Source: an optimization exercise on an open RTL-to-GDS flow (aim: small area, a short achievable clock period and few clock cycles per item). Production flows keep margins and buffers that such runs may drop.
Only simulation tests tie the RTL to the original design; equivalence was not proved.

`run.sh`:
```
#!/bin/bash
# synth_recipe.tcl (not shown) runs the flow's synth.tcl, then flattens the netlist and writes it again
# the make line also repeats each setting of config.mk as NAME=value (left out here)
make -C /OpenROAD-flow-scripts/flow DESIGN_CONFIG=/design/flow/config.mk WORK_HOME=/design/flow/orfs CLKGATE_MAP_FILE= SYNTH_SCRIPT=/design/flow/synth_recipe.tcl finish
```
`config.mk`:
```
export PLATFORM = sky130hd
export DESIGN_NAME = act_requant_pipe
export DESIGN_NICKNAME = act_requant_pipe
export VERILOG_FILES = /design/flow/design.v
export SDC_FILE = /design/flow/constraint.sdc
export NUM_CORES = 4
export LEC_CHECK = 0
export CAP_MARGIN = 20
export CORE_MARGIN = 2
export CORE_UTILIZATION = 40
export SLEW_MARGIN = 20
```
`constraint.sdc`:
```
create_clock -name core_clock -period 13.0 [get_ports {clk}]
set_input_delay 2.6000 -clock core_clock [delete_from_list [all_inputs] [get_ports {clk}]]
set_output_delay 2.6000 -clock core_clock [all_outputs]
set_load 0.01 [all_outputs]
```
`design.v`:
```
module act_requant_pipe #(
   parameter int LANES    = 4,
   parameter int IN_W     = 24,
   parameter int OUT_W    = 8,
   parameter int DQ_SHIFT = 13,
   parameter int RQ_SHIFT = 8,
   parameter int LEN_W    = 16
) (
   input  logic                clk,
   input  logic                rst,
   input  logic                start,
   input  logic [1:0]          cfg_mode,
   input  logic [IN_W-1:0]     cfg_bias,
   input  logic [7:0]          cfg_dq_scale,
   input  logic [7:0]          cfg_rq_scale,
   input  logic [LEN_W-1:0]    cfg_len,
   input  logic                in_valid,
   output logic                in_ready,
   input  logic [LANES*IN_W-1:0] in_data,
   output logic                out_valid,
   input  logic                out_ready,
   output logic [LANES*OUT_W-1:0] out_data,
   output logic                out_last,
   output logic                busy,
   output logic                done,
   output logic [15:0]         sat_cnt
);
   localparam int D_W = IN_W + 10;
   localparam int R_W = D_W + 9;
   localparam logic [1:0] IDLE = 2'd0, RUN = 2'd1, DRAIN = 2'd2, DONE = 2'd3;
   localparam logic signed [D_W-1:0] C3 = D_W'(768);
   localparam logic signed [D_W-1:0] C6 = D_W'(1536);
   localparam logic signed [R_W-1:0] RND = R_W'(2 ** (RQ_SHIFT - 1));
   localparam logic signed [R_W-1:0] OMAX = R_W'(2 ** (OUT_W - 1) - 1);
   localparam logic signed [R_W-1:0] OMIN = R_W'(-(2 ** (OUT_W - 1)));
   logic [1:0]             state;
   logic [1:0]             mode;
   logic signed [IN_W-1:0] bias;
   logic [7:0]             dq, rq;
   logic [LEN_W-1:0]       len, in_cnt, out_cnt;
   logic                   v1, v2, v3, ld1, ld2, ld3, in_fire, out_fire;
   logic [LANES*OUT_W-1:0] r_c;
   logic [LANES-1:0]       sat_c, s3_sat;
   logic [16:0]            sat_sum;
   assign ld3 = !v3 || out_ready;
   assign ld2 = !v2 || ld3;
   assign ld1 = !v1 || ld2;
   assign in_ready = state == RUN && ld1;
   assign in_fire = in_valid && in_ready;
   assign out_fire = v3 && out_ready;
   assign out_valid = v3;
   assign out_last = v3 && out_cnt == len - 1'b1;
   assign busy = state != IDLE;
   assign done = state == DONE;
   for (genvar i = 0; i < LANES; i++) begin : g_lane
      logic signed [IN_W:0]  xb;
      logic signed [D_W-1:0] d_c, s1_d, y_c, s2_y;
      logic signed [10:0]    dm;
      logic signed [31:0]    dw, hs;
      logic signed [R_W-1:0] rs;
      assign xb = $signed(in_data[i*IN_W +: IN_W]) + bias;
      assign d_c = (xb * $signed({1'b0, dq})) >>> DQ_SHIFT;
      assign dm = s1_d[10:0];
      assign dw = 32'(dm);
      assign hs = (dw * (dw + 32'sd768) * 32'sd43) >>> 16;
      assign y_c = mode == 2'd0 ? s1_d
                 : mode == 2'd3 ? (s1_d <= -C3 ? '0 : s1_d >= C3 ? s1_d : D_W'(hs))
                 : s1_d[D_W-1] ? '0
                 : (mode == 2'd2 && s1_d > C6) ? C6 : s1_d;
      assign rs = (s2_y * $signed({1'b0, rq}) + RND) >>> RQ_SHIFT;
      assign r_c[i*OUT_W +: OUT_W] = rs > OMAX ? OUT_W'(OMAX) : rs < OMIN ? OUT_W'(OMIN) : rs[OUT_W-1:0];
      assign sat_c[i] = rs > OMAX || rs < OMIN;
      always_ff @(posedge clk) begin
         if (ld1 && in_fire) s1_d <= d_c;
         if (ld2 && v1) s2_y <= y_c;
      end
   end
   always_ff @(posedge clk) begin
      if (rst) begin
         state <= IDLE;
         {v1, v2, v3} <= '0;
         in_cnt <= '0;
         out_cnt <= '0;
         out_data <= '0;
         mode <= '0;
         bias <= '0;
         dq <= '0;
         rq <= '0;
         len <= '0;
      end else begin
         if (ld1) v1 <= in_fire;
         if (ld2) v2 <= v1;
         if (ld3) v3 <= v2;
         if (ld3 && v2) out_data <= r_c;
         if (in_fire) in_cnt <= in_cnt + 1'b1;
         if (out_fire) out_cnt <= out_cnt + 1'b1;
         case (state)
            IDLE: if (start) begin
               mode <= cfg_mode;
               bias <= cfg_bias;
               dq <= cfg_dq_scale;
               rq <= cfg_rq_scale;
               len <= cfg_len;
               in_cnt <= '0;
               out_cnt <= '0;
               state <= cfg_len == '0 ? DONE : RUN;
            end
            RUN: if (in_fire && in_cnt + 1'b1 == len) state <= DRAIN;
            DRAIN: if (out_fire && out_last) state <= DONE;
            default: state <= IDLE;
         endcase
      end
   end
   always_comb begin
      sat_sum = {1'b0, sat_cnt};
      for (int i = 0; i < LANES; i++) sat_sum = sat_sum + 17'(s3_sat[i]);
   end
   always_ff @(posedge clk) begin
      if (rst) begin
         sat_cnt <= '0;
         s3_sat <= '0;
      end else begin
         if (ld3 && v2) s3_sat <= sat_c;
         if (state == IDLE && start) sat_cnt <= '0;
         else if (out_fire) sat_cnt <= sat_sum[16] ? 16'hFFFF : sat_sum[15:0];
      end
   end
endmodule
```
==> notes.md <==
- The final count of hold timing violations came to 0.
- The initial antenna violation count came to 6.
- Excluding fillers, the count of instances in the completed layout stands at 14040.
- The worst setup skew after layout is 0.03654 ns.
- The post-placement cell count is 13960.
- The hold buffer count at CTS is 0.
- The total clock buffers created by CTS is 43.
- The number of nets with antenna violations after detailed routing is 0.
- The terminus of the critical flop-to-flop path is g_lane[0].s2_y[19].
- The library cell occupying the most area in the post-synthesis netlist is sky130_fd_sc_hd__fa_1.
- The depth of the most critical reg-to-reg path is 37.
- The met2 wire length is ~110 mm.
- The aggregate global routing overflow is 0.
- In this run, synthesis produced a sequential element count of 315.
- STA classifies the critical path endpoint as a flop.
- The cell area after technology mapping is between 90000 and 100000 sq um.
- The layout-stage area growth over the synthesis result is 7.158%.
- The run finished with no timing, DRC or antenna violations.
- The first-pass GRT wire length is between 300 and 400 mm.
- The source of the worst register-to-register timing path is g_lane[0].s1_d[8].
- For this run, the number of Yosys warnings is 1.
- Along the worst hold path, the cell count comes to 2.
- In this run the deepest clock path goes through 3 buffers.
- Tracing the worst setup path back leads to its startpoint at g_lane[0].s1_d[8].
- The post-synthesis async set-or-reset flop share is 0.
- The placed standard-cell area is between 100000 and 150000 sq um.
- The number of clock sinks is about 320.
- The most common flop cell mapped by yosys is sky130_fd_sc_hd__edfxtp_1.
- In this design, the critical path's most frequently occurring cell is sky130_fd_sc_hd__fa_1.
- Data arrives at the worst endpoint at between 10 and 15 ns.
- By instance count, the leading cell after synthesis is sky130_fd_sc_hd__inv_1.
- For the worst-skew pair, the clock arrives at the later sink with an insertion delay of approximately 0.68 ns.
- The average vias per placed instance is ~5.
- Post-CTS repair changed the size of 0 cells.
- The standard cell core area is ~240000 sq um.
- The total negative slack for setup checks is 0 ns.
- The number of maximum-capacitance violations is 0.
- The critical path is of the reg -> reg type.
- The post-route clock period utilization is 0.8759.
- The number of rows in the core area is 180.
- The largest individual stage delay along the critical path comes from the cell sky130_fd_sc_hd__edfxtp_1.
- The clock root buffer is sky130_fd_sc_hd__clkbuf_16.
- In this run the worst path has a maximum fanout of 15.
- The critical path ends at g_lane[0].s2_y[19].
- The area occupied by registers is approximately 8000 sq um.
- In the post-synthesis netlist, the biggest area contributors are sky130_fd_sc_hd__fa_1, sky130_fd_sc_hd__ha_1, sky130_fd_sc_hd__inv_1.
- The number of enable-type register cells in the synthesized netlist is between 150 and 200.
- Yosys mapped the design onto 111 distinct sky130hd cell types.
- The minimum setup slack in the final design is 1.614 ns.
- The die footprint is about 250000 sq um.
- The worst path in the final design needs a cycle of about 11 ns, including I/O delays and setup.
- At the pin with the least slew margin, the transition time is ~0.99 ns.
- Counting every instance in the synthesized netlist gives around 11000.
- The final layout contains about 14000 nets.
- The number of levels the H-tree was split into is 2.
- The largest net degree at the start of global routing is 70.
- The number of top-level design ports is ~210.
- Setup violations remaining at the end of the flow were counted as 0.
- In the final layout, the share of cells above drive strength 1 is 0.02119.
- Timing analysis after detailed placement gives a worst setup slack of 1.271 ns.
- The multi-input combinational cell area is between 70000 and 80000 sq um.
- The total via count after detailed routing is approximately 71000.
- Detailed placement finished with a half-perimeter wire length of ~200 mm.
- Once layout is done, the placed cells without fillers occupy roughly 100000 sq um.
- After filler insertion, the fill cell instance count of the layout stands at 23390.
- The path type of the worst min-delay path is reg -> reg.
- In this run the tightest slew margin relative to its limit is 0.3236.
- The critical path data required time is around 13 ns.
- The biggest cell delay along the critical path is 0.88 ns.
- The share of synthesized area occupied by flip-flops and latches is 0.08269.
- The peak clock frequency supported by timing is 87.83 MHz.
- For this run, the detailed router's first-pass iteration total came to 6.
- Sorting the synthesized cells by how often they occur yields sky130_fd_sc_hd__inv_1, sky130_fd_sc_hd__fa_1, sky130_fd_sc_hd__ha_1, sky130_fd_sc_hd__nand2_1, sky130_fd_sc_hd__and2_1.
- The worst setup path is launched from a flop.
- The met1 wire length is roughly 110 mm.
- The effective utilization at floorplan is 0.4020.
- Signal routing reaches up to met5.
- Setup repair after global routing left no endpoint under its margin.
- Setup slack on the worst reg-to-reg path comes out at ~1.6 ns.
- In this run the post-CTS setup repair buffer count came out at 0.
- The number of global-route vias before repair came to ~76000.
- Of the post-synthesis cell area, the dominant cell type holds 0.3587.
- The total of buffers placed on input and output ports is between 200 and 250.
- The overall fraction of global-route tracks in use is 0.1989.
- In the routed design, unresolved DRC markers number 0.
- The die is between 400 and 500 um tall.
- Wires add up to between 200 and 250 mm.
- The clock-pin transition on the worst setup and hold timing paths is 0.06 ns.
- The violation count after the first detailed-route iteration is around 3800.
- The floorplan step set the die width to 495.4 um.
- The placer's final routability congestion estimate is between 0.8 and 0.9.
- Each instance of the synthesized netlist takes up on average 8.938 sq um.
- Summed over all nets, wire length on met3 after detailed routing comes to roughly 12 mm.
- TritonCTS built the clock tree.
- The total count of max-transition violations in the final report was 0.
- The average wire length per cell after detail routing is roughly 17 um.
[worst max-delay path, delay by kind of cell, from the launching register on]
kind                       cells  cell delay [ns]
adders and majority gates     12             5.33
AOI/OAI and AO/OA             12             2.73
and+or+nand+nor                6             1.12
DFF                            1             0.88
buffers and inverters          6             0.73
xor gates and xnor gates       1             0.30
[metrics by stage]
stage / utilization / hold slack, ns
floorplan: - / 0.4488
global placement: 0.4242 / 0.4477
detailed placement: 0.4243 / 0.4485
CTS: 0.4307 / 0.4568
global route: 0.4307 / 0.4754
finish: 0.4308 / 0.4586
[worst min path at each step]
stage,from,endpoint,slack (ns)
6_report,rq[1],rq[1],0.46
5_1_grt,rq[0],rq[0],0.48
4_1_cts,rq[1],rq[1],0.46
3_5_place_dp,rq[1],rq[1],0.45
3_3_place_gp,rq[0],rq[0],0.45
2_1_floorplan,in_cnt[1],in_cnt[1],0.45
[state kept, by name (all words and copies together) (netlist names), 8 cells and up]
register     count
out_cnt         16
in_cnt          16
out_data        32
bias            24
g_lane.s1_d     84
rq               8
dq               8
sat_cnt         16
len             16
g_lane.s2_y     84
[layer usage]
metal | GRT usage | vias up
met5 | 0 | -
met4 | 0.03994 | 6
met3 | 0.02211 | 236
met2 | 0.3246 | 1594
met1 | 0.2846 | 35490
li1 | - | 33550
[logic make-up (layout without fill, tap and decap cells)]
logic type / after synthesis / in the layout / synth area share
buffers and inverters: 2692 / 2734 / 0.1053
AO/OA/AOI/OAI: 1125 / 1125 / 0.07738
AND/OR/NAND/NOR: 3139 / 3139 / 0.1640
other: 1 / 9 / 0.00003882
multiplexers: 22 / 22 / 0.002293
flip-flops: 315 / 315 / 0.08269
XOR/XNOR: 555 / 555 / 0.05066
adder cells (fa/ha/maj): 2958 / 2958 / 0.5176
[cell usage in the layout, fill, tap and decap left out, drive strengths merged, types with 44 or more instances in the layout]
cell | Yosys | layout
nand2b | 66 | 66
dfxtp | 147 | 147
nor4 | 45 | 45
nor2b | 75 | 75
clkbuf | 287 | 49
nor3 | 86 | 86
or3 | 55 | 55
clkdlybuf4s50 | 0 | 210
nand3 | 128 | 128
fa | 1731 | 1731
a21o | 160 | 160
xor2 | 184 | 184
o21bai | 44 | 44
a31oi | 46 | 46
a211oi | 48 | 48
nor2 | 413 | 413
edfxtp | 168 | 168
o21ai | 147 | 147
nand2 | 1080 | 1080
ha | 1225 | 1225
buf | 12 | 51
xnor2 | 370 | 370
a21oi | 367 | 367
and2 | 987 | 987
and3 | 68 | 68
inv | 2391 | 2398
[area by class of cell]
cell class	instances	area share
diodes	5	0.0001209
multi-input cells	7803	0.7583
flip-flops and latches	315	0.07743
clock inverters	31	0.003977
repair buffers	261	0.02401
clock buffers	49	0.01090
inverters	2393	0.08680
well taps	3185	0.03850
Testbench counts, summed over its fixed seeds: cycles 14,309, beats 13,349.

what the ideal ports hide:
Ports are ideal in the flow. The routed layout listed here was re-timed in OpenROAD.
Step 1 (the two cells are an assumption about what drives the block):
set clk [get_ports {clk}]
set_driving_cell -lib_cell sky130_fd_sc_hd__clkbuf_16 $clk
set_driving_cell -lib_cell sky130_fd_sc_hd__buf_2 [delete_from_list [all_inputs] $clk]
Step 2 also shifts input and output timing later by t, the mid clock arrival at the registers, as if the neighbouring blocks saw the same clock.
Slacks: ideal / step 1 / step 2; pairs: ideal / step 1.
t, ns: 0.750
setup slack, ns: 1.614 / 1.614 / 1.255
pins driven straight from the clock port: 1
After both steps setup and hold are still met in this run. For this run, drivers alone change the setup slack by 0.000 ns; drivers and shift together by -0.359 ns.
